Source: an optimization exercise on an open RTL-to-GDS flow (aim: small area). Production flows keep margins and buffers that such runs may drop.
RTL that was checked went through simulation tests only; none was proved equivalent to the original.

run 1:
==> module tlb_lookup_stage, before the edit <==
module tlb_lookup_stage #(
    parameter int TLB_ENTRIES = 8,
    localparam int IDX_W = $clog2(TLB_ENTRIES)
) (
    input  logic             clk,
    input  logic             rst,
    input  logic             tlb_we,
    input  logic [IDX_W-1:0] tlb_idx,
    input  logic [41:0]      tlb_wentry,    
    input  logic [19:0]      lk_vpn,
    input  logic             lk_store,      
    input  logic             lk_ok,         
    output logic             lk_found,      
    output logic             lk_v,          
    output logic             lk_hit,        
    output logic [19:0]      lk_pfn         
);
    logic [TLB_ENTRIES-1:0][19:0] vpn_q;
    logic [TLB_ENTRIES-1:0]       v_q;
    logic [TLB_ENTRIES-1:0][19:0] pfn_q;
    logic [TLB_ENTRIES-1:0]       d_q;
    logic [TLB_ENTRIES-1:0] wsel;
    logic [20:0]            wkey;
    assign wkey = {tlb_wentry[41:22], tlb_wentry[1]} & {21{~rst}};
    always_comb begin
        for (int i = 0; i < TLB_ENTRIES; i++) wsel[i] = tlb_we && (tlb_idx == IDX_W'(i));
    end
    always_ff @(posedge clk) begin
        for (int i = 0; i < TLB_ENTRIES; i++) begin
            if (wsel[i] || rst) begin
                vpn_q[i] <= wkey[20:1];
                v_q[i]   <= wkey[0];
            end
            if (wsel[i]) begin
                pfn_q[i] <= tlb_wentry[21:2];
                d_q[i]   <= tlb_wentry[0];
            end
        end
    end
    logic [TLB_ENTRIES-1:0] match;
    logic [TLB_ENTRIES-1:0] sel;
    always_comb begin
        for (int i = 0; i < TLB_ENTRIES; i++) match[i] = (vpn_q[i] == lk_vpn);
    end
    always_comb begin
        for (int i = 0; i < TLB_ENTRIES; i++) begin
            sel[i] = match[i];
            for (int j = 0; j < i; j++) sel[i] = sel[i] & ~match[j];
        end
    end
    logic [TLB_ENTRIES-1:0] use_ok;
    logic [TLB_ENTRIES-1:0] sel_ok;
    always_comb begin
        for (int i = 0; i < TLB_ENTRIES; i++) begin
            use_ok[i] = v_q[i] & (d_q[i] | ~lk_store);
            sel_ok[i] = sel[i] & use_ok[i] & lk_ok;
        end
    end
    always_comb begin
        lk_found = |match;
        lk_hit   = |sel_ok;
        lk_v     = 1'b0;
        lk_pfn   = '0;
        for (int i = 0; i < TLB_ENTRIES; i++) begin
            lk_v   = lk_v   | (sel[i] & v_q[i]);
            lk_pfn = lk_pfn | ({20{sel_ok[i]}} & pfn_q[i]);
        end
    end
endmodule
==> module access_check_stage, before the edit <==
module access_check_stage (
    input  logic [3:0]  op,
    input  logic        store,
    input  logic [31:0] va,
    input  logic        found,
    input  logic        v,
    input  logic        hit,         
    input  logic [19:0] pfn,         
    input  logic [3:0]  wstrb,
    output logic        ok,          
    output logic        exc,
    output logic [4:0]  tag,
    output logic [31:0] addr
);
    logic unmapped, misaligned, miss_inv;
    logic [2:0] code;
    assign unmapped = (va[31:30] == 2'b10);
    always_comb begin
        case (op)
            4'd4, 4'd7:       misaligned = (va[1:0] != 2'b00);
            4'd2, 4'd3, 4'd6: misaligned = va[0];
            default:          misaligned = 1'b0;
        endcase
    end
    assign ok = !unmapped && !misaligned;
    assign exc      = !hit && (misaligned || !unmapped);
    assign miss_inv = !unmapped && (!found || !v);
    always_comb begin
        if (misaligned)    code = store ? 3'd5 : 3'd4;
        else if (miss_inv) code = store ? 3'd3 : 3'd2;
        else               code = 3'd1;
    end
    assign tag[4]   = unmapped & va[29];
    assign tag[3:0] = exc ? {!misaligned && !unmapped && !found, code} : wstrb;
    assign addr[11:0]  = va[11:0];
    assign addr[28:12] = pfn[16:0] | ({17{!hit}} & va[28:12]);
    assign addr[31:29] = pfn[19:17] | ({3{exc}} & va[31:29]);
endmodule
==> module mem_xlate_top, before the edit <==
module mem_xlate_top
#(
    parameter int TLB_ENTRIES = 8,
    localparam int IDX_W = $clog2(TLB_ENTRIES)
) (
    input  logic             clk,
    input  logic             rst,
    input  logic             flush,
    input  logic             req_valid,
    input  logic [3:0]       req_op,         
    input  logic [31:0]      req_vaddr,
    input  logic [31:0]      req_rt_data,
    input  logic             tlb_we,
    input  logic [IDX_W-1:0] tlb_idx,
    input  logic [41:0]      tlb_wentry,     
    output logic             out_valid,
    output logic [31:0]      out_paddr,
    output logic             out_uncached,
    output logic [3:0]       out_wstrb,
    output logic [31:0]      out_wdata,
    output logic             out_exc,
    output logic [4:0]       out_exc_code,
    output logic             out_refill,
    output logic [31:0]      out_badvaddr
);
    logic        lk_found, lk_v, lk_hit, lk_ok;
    logic        is_store;
    logic [19:0] lk_pfn;
    logic [3:0]  ln_wstrb;
    logic [31:0] ln_wdata;
    logic        n_exc;
    logic [4:0]  n_tag;
    logic [31:0] n_addr;
    logic [31:0] n_wdata;
    assign is_store = (req_op >= 4'd5) && (req_op <= 4'd9);
    tlb_lookup_stage #(
        .TLB_ENTRIES(TLB_ENTRIES)
    ) u_lookup (
        .clk        (clk),
        .rst        (rst),
        .tlb_we     (tlb_we),
        .tlb_idx    (tlb_idx),
        .tlb_wentry (tlb_wentry),
        .lk_vpn     (req_vaddr[31:12]),
        .lk_store   (is_store),
        .lk_ok      (lk_ok),
        .lk_found   (lk_found),
        .lk_v       (lk_v),
        .lk_hit     (lk_hit),
        .lk_pfn     (lk_pfn)
    );
    store_lane_stage u_lane (
        .op    (req_op),
        .off   (req_vaddr[1:0]),
        .rt    (req_rt_data),
        .exc   (n_exc),
        .wstrb (ln_wstrb),
        .wdata (ln_wdata)
    );
    access_check_stage u_check (
        .op    (req_op),
        .store (is_store),
        .va    (req_vaddr),
        .found (lk_found),
        .v     (lk_v),
        .hit   (lk_hit),
        .pfn   (lk_pfn),
        .wstrb (ln_wstrb),
        .ok    (lk_ok),
        .exc   (n_exc),
        .tag   (n_tag),
        .addr  (n_addr)
    );
    assign n_wdata = ln_wdata;
    logic [2:0]       p_valid;
    logic [2:0]       p_exc;
    logic [2:0][4:0]  p_tag;
    logic [2:0][31:0] p_addr;
    logic [2:0][31:0] p_wdata;
    always_ff @(posedge clk) begin
        if (rst) p_valid <= '0;
        else     p_valid <= {p_valid[1:0], req_valid} & {3{~flush}};
    end
    always_ff @(posedge clk) begin
        p_exc   <= {p_exc[1:0], n_exc};
        p_tag   <= {p_tag[1:0], n_tag};
        p_addr  <= {p_addr[1:0], ~n_addr};    
        p_wdata <= {p_wdata[1:0], n_wdata};
    end
    logic p_nexc;
    always_ff @(posedge clk) p_nexc <= ~p_exc[1];
    logic e;
    assign e = p_exc[2];
    assign out_valid    = p_valid[2];
    assign out_exc      = e;
    assign out_paddr    = ~(p_addr[2] | {32{e}});
    assign out_badvaddr = ~(p_addr[2] | {32{p_nexc}});
    assign out_wdata    = p_wdata[2];
    assign out_uncached = p_tag[2][4];
    assign out_wstrb    = e ? 4'b0000 : p_tag[2][3:0];
    assign out_exc_code = e ? {2'b00, p_tag[2][2:0]} : 5'd0;
    assign out_refill   = e & p_tag[2][3];
endmodule
clock: 5.5 ns
lec_check: 0
cap_margin: 20
core_margin: 2
core_utilization: 75
slew_margin: 20
standard.sh (not shown) runs the stock make flow with config.mk's settings and CLKGATE_MAP_FILE= SYNTH_SCRIPT=/design/flow/synth_recipe.tcl, a recipe that flattens the netlist after the stock synthesis.
==> flow/flow/run.sh <==
#!/bin/bash
# Own layout flow: the standard ORFS flow (standard.sh) with these changes
#  - synthesis: synth_recipe.tcl unchanged, but ABC maps the logic with an
#    area-recovering script (flow/synth_area.tcl, flow/abc_area.script);
#  - floorplan: the synthesis buffers are removed and every cell is set to
#    its smallest drive (flow/downsize.tcl); repair steps size up as needed;
#  - port buffers are sky130_fd_sc_hd__buf_1;
#  - clock tree: larger sink clusters, no dummy loads (flow/knobs.sh).
# Each ORFS step keeps its own log under orfs/logs/; make's output goes to
# flow_make.log here.
set -euo pipefail
here=$(pwd)
source "$here/flow/knobs.sh"
bash standard.sh \
  "SYNTH_SCRIPT=$here/flow/synth_area.tcl" \
  "FLOW_SYNTH_TCL=$here/synth_recipe.tcl" \
  "BUFFER_PORTS_ARGS=-buffer_cell sky130_fd_sc_hd__buf_1" \
  "REMOVE_ABC_BUFFERS=1" \
  "POST_FLOORPLAN_TCL=$here/flow/downsize.tcl" \
  "CTS_ARGS=$CTS_ARGS" \
  "${EXTRA[@]}" \
  finish > flow_make.log 2>&1
Other scripts of this flow, unchanged in this note and not shown: flow/flow/abc_area.script, flow/flow/downsize.tcl, flow/flow/knobs.sh, flow/flow/synth_area.tcl
For run 2, these inputs were changed with respect to run 1:
-- flow/design.v --
<<< run 1, line 10
    input  logic [41:0]      tlb_wentry,    
    input  logic [19:0]      lk_vpn,
    input  logic             lk_store,      
    input  logic             lk_ok,         
    output logic             lk_found,      
    output logic             lk_v,          
    output logic             lk_hit,        
    output logic [19:0]      lk_pfn         
);
    logic [TLB_ENTRIES-1:0][19:0] vpn_q;
>>> run 2, line 10
    input  logic [41:0]      tlb_wentry,    
    input  logic [19:0]      lk_vpn,
    output logic             lk_found,
    output logic             lk_v,
    output logic             lk_d,
    output logic [19:0]      lk_pfn
);
    logic [TLB_ENTRIES-1:0][19:0] vpn_q;
<<< run 1, line 50
        end
    end
    logic [TLB_ENTRIES-1:0] use_ok;
    logic [TLB_ENTRIES-1:0] sel_ok;
    always_comb begin
        for (int i = 0; i < TLB_ENTRIES; i++) begin
            use_ok[i] = v_q[i] & (d_q[i] | ~lk_store);
            sel_ok[i] = sel[i] & use_ok[i] & lk_ok;
        end
    end
    always_comb begin
        lk_found = |match;
        lk_hit   = |sel_ok;
        lk_v     = 1'b0;
        lk_pfn   = '0;
        for (int i = 0; i < TLB_ENTRIES; i++) begin
            lk_v   = lk_v   | (sel[i] & v_q[i]);
            lk_pfn = lk_pfn | ({20{sel_ok[i]}} & pfn_q[i]);
        end
    end
>>> run 2, line 48
        end
    end
    always_comb begin
        lk_found = |match;
        lk_v     = 1'b0;
        lk_d     = 1'b0;
        lk_pfn   = '0;
        for (int i = 0; i < TLB_ENTRIES; i++) begin
            lk_v   = lk_v   | (sel[i] & v_q[i]);
            lk_d   = lk_d   | (sel[i] & d_q[i]);
            lk_pfn = lk_pfn | ({20{sel[i]}} & pfn_q[i]);
        end
    end
<<< run 1, line 72
module access_check_stage (
    input  logic [3:0]  op,
    input  logic        store,
    input  logic [31:0] va,
    input  logic        found,
    input  logic        v,
    input  logic        hit,         
    input  logic [19:0] pfn,         
    input  logic [3:0]  wstrb,
    output logic        ok,          
    output logic        exc,
    output logic [4:0]  tag,
    output logic [31:0] addr
);
    logic unmapped, misaligned, miss_inv;
    logic [2:0] code;
    assign unmapped = (va[31:30] == 2'b10);
    always_comb begin
        case (op)
>>> run 2, line 63
module access_check_stage (
    input  logic [3:0]  op,
    input  logic [31:0] va,
    input  logic        found,
    input  logic        v,
    input  logic        d,
    input  logic [19:0] pfn,
    input  logic [3:0]  wstrb,
    output logic        exc,
    output logic [4:0]  tag,
    output logic [31:0] addr
);
    logic unmapped, store, misaligned, miss_inv, mod;
    logic [2:0] code;
    assign unmapped = (va[31:30] == 2'b10);
    assign store    = (op >= 4'd5) && (op <= 4'd9);
    always_comb begin
        case (op)
<<< run 1, line 94
        endcase
    end
    assign ok = !unmapped && !misaligned;
    assign exc      = !hit && (misaligned || !unmapped);
    assign miss_inv = !unmapped && (!found || !v);
    always_comb begin
        if (misaligned)    code = store ? 3'd5 : 3'd4;
>>> run 2, line 84
        endcase
    end
    assign miss_inv = !unmapped && (!found || !v);
    assign mod      = !unmapped && store && !d;
    assign exc      = misaligned | miss_inv | mod;
    always_comb begin
        if (misaligned)    code = store ? 3'd5 : 3'd4;
<<< run 1, line 105
    assign tag[3:0] = exc ? {!misaligned && !unmapped && !found, code} : wstrb;
    assign addr[11:0]  = va[11:0];
    assign addr[28:12] = pfn[16:0] | ({17{!hit}} & va[28:12]);
    assign addr[31:29] = pfn[19:17] | ({3{exc}} & va[31:29]);
endmodule
`timescale 1ns/1ps
>>> run 2, line 95
    assign tag[3:0] = exc ? {!misaligned && !unmapped && !found, code} : wstrb;
    assign addr[11:0]  = va[11:0];
    assign addr[28:12] = (exc || unmapped) ? va[28:12] : pfn[16:0];
    assign addr[31:29] = exc ? va[31:29] : (unmapped ? 3'b000 : pfn[19:17]);
endmodule
`timescale 1ns/1ps
<<< run 1, line 196
    output logic [31:0]      out_badvaddr
);
    logic        lk_found, lk_v, lk_hit, lk_ok;
    logic        is_store;
    logic [19:0] lk_pfn;
    logic [3:0]  ln_wstrb;
>>> run 2, line 186
    output logic [31:0]      out_badvaddr
);
    logic        lk_found, lk_v, lk_d;
    logic [19:0] lk_pfn;
    logic [3:0]  ln_wstrb;
<<< run 1, line 205
    logic [31:0] n_addr;
    logic [31:0] n_wdata;
    assign is_store = (req_op >= 4'd5) && (req_op <= 4'd9);
    tlb_lookup_stage #(
        .TLB_ENTRIES(TLB_ENTRIES)
>>> run 2, line 194
    logic [31:0] n_addr;
    logic [31:0] n_wdata;
    tlb_lookup_stage #(
        .TLB_ENTRIES(TLB_ENTRIES)
<<< run 1, line 215
        .tlb_wentry (tlb_wentry),
        .lk_vpn     (req_vaddr[31:12]),
        .lk_store   (is_store),
        .lk_ok      (lk_ok),
        .lk_found   (lk_found),
        .lk_v       (lk_v),
        .lk_hit     (lk_hit),
        .lk_pfn     (lk_pfn)
    );
>>> run 2, line 203
        .tlb_wentry (tlb_wentry),
        .lk_vpn     (req_vaddr[31:12]),
        .lk_found   (lk_found),
        .lk_v       (lk_v),
        .lk_d       (lk_d),
        .lk_pfn     (lk_pfn)
    );
<<< run 1, line 232
    access_check_stage u_check (
        .op    (req_op),
        .store (is_store),
        .va    (req_vaddr),
        .found (lk_found),
        .v     (lk_v),
        .hit   (lk_hit),
        .pfn   (lk_pfn),
        .wstrb (ln_wstrb),
        .ok    (lk_ok),
        .exc   (n_exc),
        .tag   (n_tag),
>>> run 2, line 218
    access_check_stage u_check (
        .op    (req_op),
        .va    (req_vaddr),
        .found (lk_found),
        .v     (lk_v),
        .d     (lk_d),
        .pfn   (lk_pfn),
        .wstrb (ln_wstrb),
        .exc   (n_exc),
        .tag   (n_tag),
==> results.txt <==
Run 2 -> run 1: accumulated negative setup slack delta 0, exact match. From run 1 to run 2 the numbers moved as follows: synthesis-to-layout area growth was more or less identical; global-route wire length before repair has decreased; wire length the detailed router placed on met1 increased by about 1.1% relative to the old numbers; placed instance count went down. Run 2 vs run 1: die footprint down slightly.
No functional check of the RTL was part of run 1.

[what the ideal ports hide]
No port has a modelled driver above. Below, the same layouts with a new extraction and two added sets of constraints. Step 1 assumes that a clkbuf_16 drives the clock port and a buf_2 every other input. Step 2 adds t to the input delays and takes it off the output delays; t is the mean of the earliest and latest rising clock arrival at the registers after step 1. Input paths then give back, and output paths get back, about the clock's delay inside the block. Slacks: ideal / step 1 / step 2; pairs: ideal / step 1.
run | t, ns | slack for setup (ns) | clock arrival spread, ns
run 1 | 0.573 | 0.444 / 0.465 / -0.108 | 0.071 / 0.071
run 2 | 0.581 | 0.269 / 0.293 / -0.287 | 0.067 / 0.067
Met with ideal ports but missed after step 2: setup timing in run 1 and run 2. For run 2, which loses most, drivers alone change the setup slack by +0.024 ns; drivers and shift together by -0.556 ns.
